Context: an optimization exercise on an open-source flow, tuned for small area. The choices shown serve that exercise and are no tape-out recipe.
Only simulation tests tie the RTL to the original design; equivalence was not proved.
Power and IR drop assume default switching activity. The clock port is modelled as an ideal driver; clocking choices that lean on that would not hold on a real chip.

Setup of pepper:
## dmem_responder
module dmem_responder
#(
  parameter int DEPTH   = DEPTH_DEF,
  parameter int LATENCY = LATENCY_DEF
) (
  input  logic        clk,
  input  logic        rst_n,
  input  logic        req_valid,
  output logic        req_ready,
  input  logic        req_write,
  input  logic [31:0] req_addr,
  input  logic [31:0] req_wdata,
  output logic        rsp_valid,
  input  logic        rsp_ready,
  output logic [31:0] rsp_rdata,
  output logic        rsp_err
);
Size: about 2,200 cells after synthesis, about 100 I/O pins, roughly 43,000 µm² of cells after synthesis.
clock: 8.0 ns
lec_check: 0
cap_margin: 20
core_margin: 2
core_utilization: 40
slew_margin: 20
run.sh (not shown) runs the stock make flow with config.mk's settings and CLKGATE_MAP_FILE= SYNTH_SCRIPT=/design/flow/synth_recipe.tcl, a recipe that flattens the netlist after the stock synthesis.
pepper | status: complete | timing, DRC, antenna: pass
#### Input delta (indigo over pepper)
# pepper
export LEC_CHECK = 0
export CAP_MARGIN = 20
export CORE_MARGIN = 2
export CORE_UTILIZATION = 40
export SLEW_MARGIN = 20
create_clock -name core_clock -period 8.0 [get_ports {clk}]
# indigo
export LEC_CHECK = 0
export CAP_MARGIN = 20
export CORE_MARGIN = 2
export CORE_UTILIZATION = 70
export PLACE_DENSITY = 0.75
export SLEW_MARGIN = 20
create_clock -name core_clock -period 8.0 [get_ports {clk}]
Notes after the runs:
- Looking at the reports, indigo completed the entire flow and the layout it produced met the timing, design-rule and antenna checks.
- Measured against each other, indigo and pepper differ in starting utilization of the core area, the lower figure coming from pepper.
- Where design area is concerned, pepper is outperformed by indigo.
- Higher final worst-path setup slack was reported by pepper, not indigo.
- ~same clock input transition at the sequential cells of the worst setup and hold paths in indigo and pepper
- Timing startpoint of the critical path: req_addr[7] -> indigo, req_addr[15] -> pepper
- Side by side, part of the power in the clock network turned out lower in indigo than in pepper.
- Relative to pepper, global-route wire length before repair has gone up in indigo.

---

The RTL this note starts from:
==> flow/design.v <==
package dmem_responder_pkg;
  localparam int DEPTH_DEF   = 64;
  localparam int LATENCY_DEF = 2;
  function automatic logic addrErr(input logic [31:0] addr);
    addrErr = (addr[1:0] != 2'b00) || (addr[31:8] != 24'd0);
  endfunction
endpackage
import dmem_responder_pkg::*;
module dmem_array
#(
  parameter int DEPTH = DEPTH_DEF
) (
  input  logic        clk,
  input  logic        we,
  input  logic        keep,
  input  logic [31:0] wdata,
  input  logic        load,
  input  logic        hold,
  output logic [31:0] rdata
);
  logic [DEPTH-1:0][31:0] ring;
  logic [31:0]            head;
  assign head = (wdata & {32{we}}) | (ring[DEPTH-1] & {32{keep}});
  always_ff @(posedge clk) begin
    ring <= {ring[DEPTH-2:0], head};
  end
  always_ff @(posedge clk) begin
    rdata <= (ring[DEPTH-1] & {32{load}}) | (rdata & {32{hold}});
  end
endmodule
import dmem_responder_pkg::*;
module dmem_responder
#(
  parameter int DEPTH   = DEPTH_DEF,
  parameter int LATENCY = LATENCY_DEF
) (
  input  logic        clk,
  input  logic        rst_n,
  input  logic        req_valid,
  output logic        req_ready,
  input  logic        req_write,
  input  logic [31:0] req_addr,
  input  logic [31:0] req_wdata,
  output logic        rsp_valid,
  input  logic        rsp_ready,
  output logic [31:0] rsp_rdata,
  output logic        rsp_err
);
  logic [5:0]  cnt;
  logic        clr;
  logic        vldQ;
  logic        errQ;
  logic [31:0] rdataQ;
  logic        reqErr;
  logic        hit;
  logic        accept;
  logic        memWe;
  logic        load;
  logic        keep;
  assign reqErr    = dmem_responder_pkg::addrErr(req_addr);
  assign hit       = (req_addr[7:2] == cnt);
  assign req_ready = (!vldQ || rsp_ready) && (reqErr || hit);
  assign accept    = req_valid && req_ready;
  assign memWe     = accept && req_write && !reqErr;
  assign keep      = !memWe && !clr;
  dmem_array #(.DEPTH(DEPTH)) u_array (
    .clk   (clk),
    .we    (memWe),
    .keep  (keep),
    .wdata (req_wdata),
    .load  (load),
    .hold  (!accept),
    .rdata (rdataQ)
  );
  always_ff @(posedge clk or negedge rst_n) begin
    if (!rst_n) begin
      cnt  <= '0;
      clr  <= 1'b1;
      vldQ <= 1'b0;
    end else begin
      cnt <= cnt + 1'b1;
      if (cnt == 6'd63) clr <= 1'b0;
      if (accept) vldQ <= 1'b1;
      else if (rsp_ready) vldQ <= 1'b0;
    end
  end
  assign load = accept && !req_write && !reqErr && !clr;
  always_ff @(posedge clk) begin
    errQ   <= (reqErr && accept) || (errQ && !accept);
  end
  assign rsp_valid = vldQ;
  assign rsp_rdata = rdataQ;
  assign rsp_err   = errQ;
endmodule
clock: 8.0 ns
lec_check: 0
cap_margin: 20
core_margin: 2
core_utilization: 70
place_density: 0.75
slew_margin: 20
synth_hierarchical: 1
standard.sh (not shown) runs the stock make flow with config.mk's settings and CLKGATE_MAP_FILE= SYNTH_SCRIPT=/design/flow/synth_recipe.tcl, a recipe that flattens the netlist after the stock synthesis.
==> flow/flow/run.sh <==
#!/bin/bash
# Own layout flow: the standard layout (standard.sh) with two changes:
# the port buffers use the smallest buffer cell (buf_1), and clock-tree
# synthesis inserts no dummy loads and uses larger sink clusters.
# make's output goes to standard.log here; each ORFS step's full log is
# copied from orfs/logs/ into this folder as step_<name>.log.
set -uo pipefail
export BUFFER_PORTS_ARGS="-buffer_cell sky130_fd_sc_hd__buf_1"
export CTS_ARGS="-sink_clustering_enable -repair_clock_nets -dont_use_dummy_load -buf_list sky130_fd_sc_hd__buf_4 -sink_clustering_size 14 -sink_clustering_max_diameter 60"
bash standard.sh > standard.log 2>&1
status=$?
for f in orfs/logs/*/*/*/*.log; do
  [[ -f "$f" ]] && cp "$f" "step_$(basename "$f")"
done
exit $status
The starting point passed the timing, design-rule and antenna checks.
Change:
--- a/flow/flow/run.sh
+++ b/flow/flow/run.sh
@@ -4 +4,3 @@
-# synthesis inserts no dummy loads and uses larger sink clusters.
+# synthesis inserts no dummy loads and builds the tree from buf_4 cells,
+# each leaf driving at most 14 flip-flops (the clock-pin slew limit) within
+# a 45 um cluster.
@@ -9 +11 @@
-export CTS_ARGS="-sink_clustering_enable -repair_clock_nets -dont_use_dummy_load -buf_list sky130_fd_sc_hd__buf_4 -sink_clustering_size 14 -sink_clustering_max_diameter 60"
+export CTS_ARGS="-sink_clustering_enable -repair_clock_nets -dont_use_dummy_load -buf_list sky130_fd_sc_hd__buf_4 -sink_clustering_size 14 -sink_clustering_max_diameter 45"
=> The changed run produced a clean layout. Clock skew rose by 0.013 ns. Design area is about the same. Final cell count barely changes. Total power is about the same. Non-clock buffer count does not change. Area after synthesis does not change. Via count hardly moves. Worst setup slack stays flat. Die area does not change.

---

Another version of the RTL of dmem_responder (not shown whole).
For scale: roughly 2200 cells after synthesis, roughly 2100 flip-flops, about 100 I/O pins, ~0.043 sq mm of cells after synthesis.
==> flow/config.mk <==
export PLATFORM = sky130hd
export DESIGN_NAME = dmem_responder
export DESIGN_NICKNAME = dmem_responder
export VERILOG_FILES = /design/flow/design.v
export SDC_FILE = /design/flow/constraint.sdc
export NUM_CORES = 4
export LEC_CHECK = 0
export CAP_MARGIN = 20
export CORE_MARGIN = 2
export CORE_UTILIZATION = 70
export PLACE_DENSITY = 0.75
export SLEW_MARGIN = 20
==> flow/constraint.sdc <==
create_clock -name core_clock -period 8.0 [get_ports {clk}]
set_input_delay 1.6000 -clock core_clock [delete_from_list [all_inputs] [get_ports {clk}]]
set_output_delay 1.6000 -clock core_clock [all_outputs]
set_load 0.01 [all_outputs]
==> flow/flow/run.sh <==
#!/bin/bash
# Own layout flow: the standard layout (standard.sh) with two changes:
# the port buffers use the smallest buffer cell, and clock-tree synthesis
# inserts no dummy loads and uses larger sink clusters.
# Each tool's full output stays in orfs/logs/; make's own output goes to
# standard.log in this folder.
set -euo pipefail
export BUFFER_PORTS_ARGS="-buffer_cell sky130_fd_sc_hd__buf_1"
export CTS_ARGS="-sink_clustering_enable -repair_clock_nets -dont_use_dummy_load -sink_clustering_size 38 -sink_clustering_max_diameter 100"
bash standard.sh > standard.log 2>&1
The baseline produced a clean layout.
Next try:
==> flow/run.sh (new file) <==
#!/bin/bash
# synth_recipe.tcl (not shown) runs the flow's synth.tcl, then flattens the netlist and writes it again
# the make line also repeats each setting of config.mk as NAME=value (left out here)
make -C /OpenROAD-flow-scripts/flow DESIGN_CONFIG=/design/flow/config.mk WORK_HOME=/design/flow/orfs CLKGATE_MAP_FILE= SYNTH_SCRIPT=/design/flow/synth_recipe.tcl finish
CTS_CLUSTER_DIAMETER = 80   (was not set)
CTS_CLUSTER_SIZE = 35   (was not set)
removed: flow/flow/run.sh
removed: flow/standard.sh
Effect:
- synthesized area is unchanged
- fmax goes down by 16%
- core utilization grows by 1.7 points
- non-clock buffer count went down by 1

---

run 1:
dmem_responder, a different RTL version from the one above (not shown whole).
Size: roughly 2200 cells after synthesis, roughly 2100 flip-flops, ~100 I/O pins, ~43000 um^2 of cells after synthesis.
Design dmem_responder, start of the top module:
module dmem_responder
#(
  parameter int DEPTH   = DEPTH_DEF,
  parameter int LATENCY = LATENCY_DEF
) (
  input  logic        clk,
  input  logic        rst_n,
  input  logic        req_valid,
  output logic        req_ready,
  input  logic        req_write,
  input  logic [31:0] req_addr,
  input  logic [31:0] req_wdata,
  output logic        rsp_valid,
  input  logic        rsp_ready,
  output logic [31:0] rsp_rdata,
  output logic        rsp_err
);
Settings: LEC_CHECK=0, CAP_MARGIN=20, CORE_MARGIN=2, CORE_UTILIZATION=70, PLACE_DENSITY=0.75, SLEW_MARGIN=20; clock period 8.0 ns.
==> flow/flow/run.sh <==
#!/bin/bash
# Own layout flow: the standard layout (standard.sh) with two changes:
# the port buffers use the smallest buffer cell (buf_1), and clock-tree
# synthesis inserts no dummy loads and uses larger sink clusters.
# make's output goes to standard.log here; each ORFS step's full log is
# copied from orfs/logs/ into this folder as step_<name>.log.
set -uo pipefail
export BUFFER_PORTS_ARGS="-buffer_cell sky130_fd_sc_hd__buf_1"
export CTS_ARGS="-sink_clustering_enable -repair_clock_nets -dont_use_dummy_load -buf_list sky130_fd_sc_hd__clkbuf_4 -sink_clustering_size 12 -sink_clustering_max_diameter 40"
bash standard.sh > standard.log 2>&1
status=$?
for f in orfs/logs/*/*/*/*.log; do
  [[ -f "$f" ]] && cp "$f" "step_$(basename "$f")"
done
exit $status
The flow did not stop early for run 1: all stages ran, and the layout cleared the timing, design-rule and antenna checks.
The following lists how run 2 was set up differently from run 1:
-- flow/flow/run.sh --
<<< run 1, line 8
export BUFFER_PORTS_ARGS="-buffer_cell sky130_fd_sc_hd__buf_1"
export CTS_ARGS="-sink_clustering_enable -repair_clock_nets -dont_use_dummy_load -buf_list sky130_fd_sc_hd__clkbuf_4 -sink_clustering_size 12 -sink_clustering_max_diameter 40"
bash standard.sh > standard.log 2>&1
>>> run 2, line 8
export BUFFER_PORTS_ARGS="-buffer_cell sky130_fd_sc_hd__buf_1"
export CTS_ARGS="-sink_clustering_enable -repair_clock_nets -dont_use_dummy_load -sink_clustering_size 37 -sink_clustering_max_diameter 90"
bash standard.sh > standard.log 2>&1
## What came out
- Run 1 | status: complete | timing, DRC, antenna: pass
- Run 2 | stages: all done | timing, DRC, antenna: all pass
- Met3 routed wirelength delta for run 2 relative to run 1: about 24% lower
- On portion of the layout cell area used by clock cells: between run 2 and run 1, it ends up higher for run 2.
- Taking run 1 as the reference point, the clock skew of run 2 falls by 0.019 ns.
- Per the comparison of run 2 with run 1, H-tree depth has decreased; setup slack has remained practically unchanged; proportion of total power due to net switching has decreased.
- Run 1 has a lower post-route cell area than run 2.
- Status: power dissipated by switching net loads parity (run 1, run 2)
- | overall routed net length | run 2 vs run 1 | worse |
What run 3 does differently from run 2 at the input level:
-- flow/flow/run.sh --
<<< run 2, line 8
export BUFFER_PORTS_ARGS="-buffer_cell sky130_fd_sc_hd__buf_1"
export CTS_ARGS="-sink_clustering_enable -repair_clock_nets -dont_use_dummy_load -sink_clustering_size 37 -sink_clustering_max_diameter 90"
bash standard.sh > standard.log 2>&1
>>> run 3, line 8
export BUFFER_PORTS_ARGS="-buffer_cell sky130_fd_sc_hd__buf_1"
export CTS_ARGS="-sink_clustering_enable -repair_clock_nets -dont_use_dummy_load -buf_list sky130_fd_sc_hd__buf_4 -sink_clustering_size 14 -sink_clustering_max_diameter 45"
bash standard.sh > standard.log 2>&1
[summary]
- Relative to run 2, clock skew has gone up in run 3.
- Area after synthesis came out exactly the same in run 3 and run 2.
- Cmp run 3 and run 2 / via count / lower: run 2
- Looking at run 3 and run 2, the final worst slack is a wash.

-- re-timing with driven ports --
No port has a modelled driver above. Below, the same layouts with a new extraction and two added sets of constraints. Step 1 (the two cells are an assumption about what drives the block):
set clk [get_ports {clk}]
set_driving_cell -lib_cell sky130_fd_sc_hd__clkbuf_16 $clk
set_driving_cell -lib_cell sky130_fd_sc_hd__buf_2 [delete_from_list [all_inputs] $clk]
Step 2 moves the port delays by t, midway between the first and last clock arrival at a register: inputs arrive t later, outputs are due t later. That takes back most of the time a late clock gives input paths. Slacks: ideal ports / drivers / drivers and shift; pairs: ideal ports / drivers.
| run | t (ns) | setup WS [ns] | worst setup path at the end |
|---|---|---|---|
| pepper | 0.805 | 2.646 / 2.622 / 2.622 | input to output |
| indigo | 0.768 | 2.176 / 2.128 / 2.128 | input to output |
| the first run of note 2 | 0.899 | 3.474 / 3.453 / 3.453 | input to output |
| the second run of note 2 | 0.899 | 3.476 / 3.455 / 3.455 | input to output |
| the first run of note 3 | 0.716 | 3.666 / 3.644 / 3.644 | input to output |
| the second run of note 3 | 0.688 | 2.822 / 2.800 / 2.800 | input to output |
| run 1 | 1.034 | 3.692 / 3.670 / 3.670 | input to output |
| run 2 | 0.670 | 3.693 / 3.671 / 3.671 | input to output |
| run 3 | 0.891 | 3.692 / 3.670 / 3.670 | input to output |
After both steps setup and hold are still met in every run listed. For indigo, which loses most, drivers alone change the setup slack by -0.048 ns; drivers and shift together by -0.048 ns.
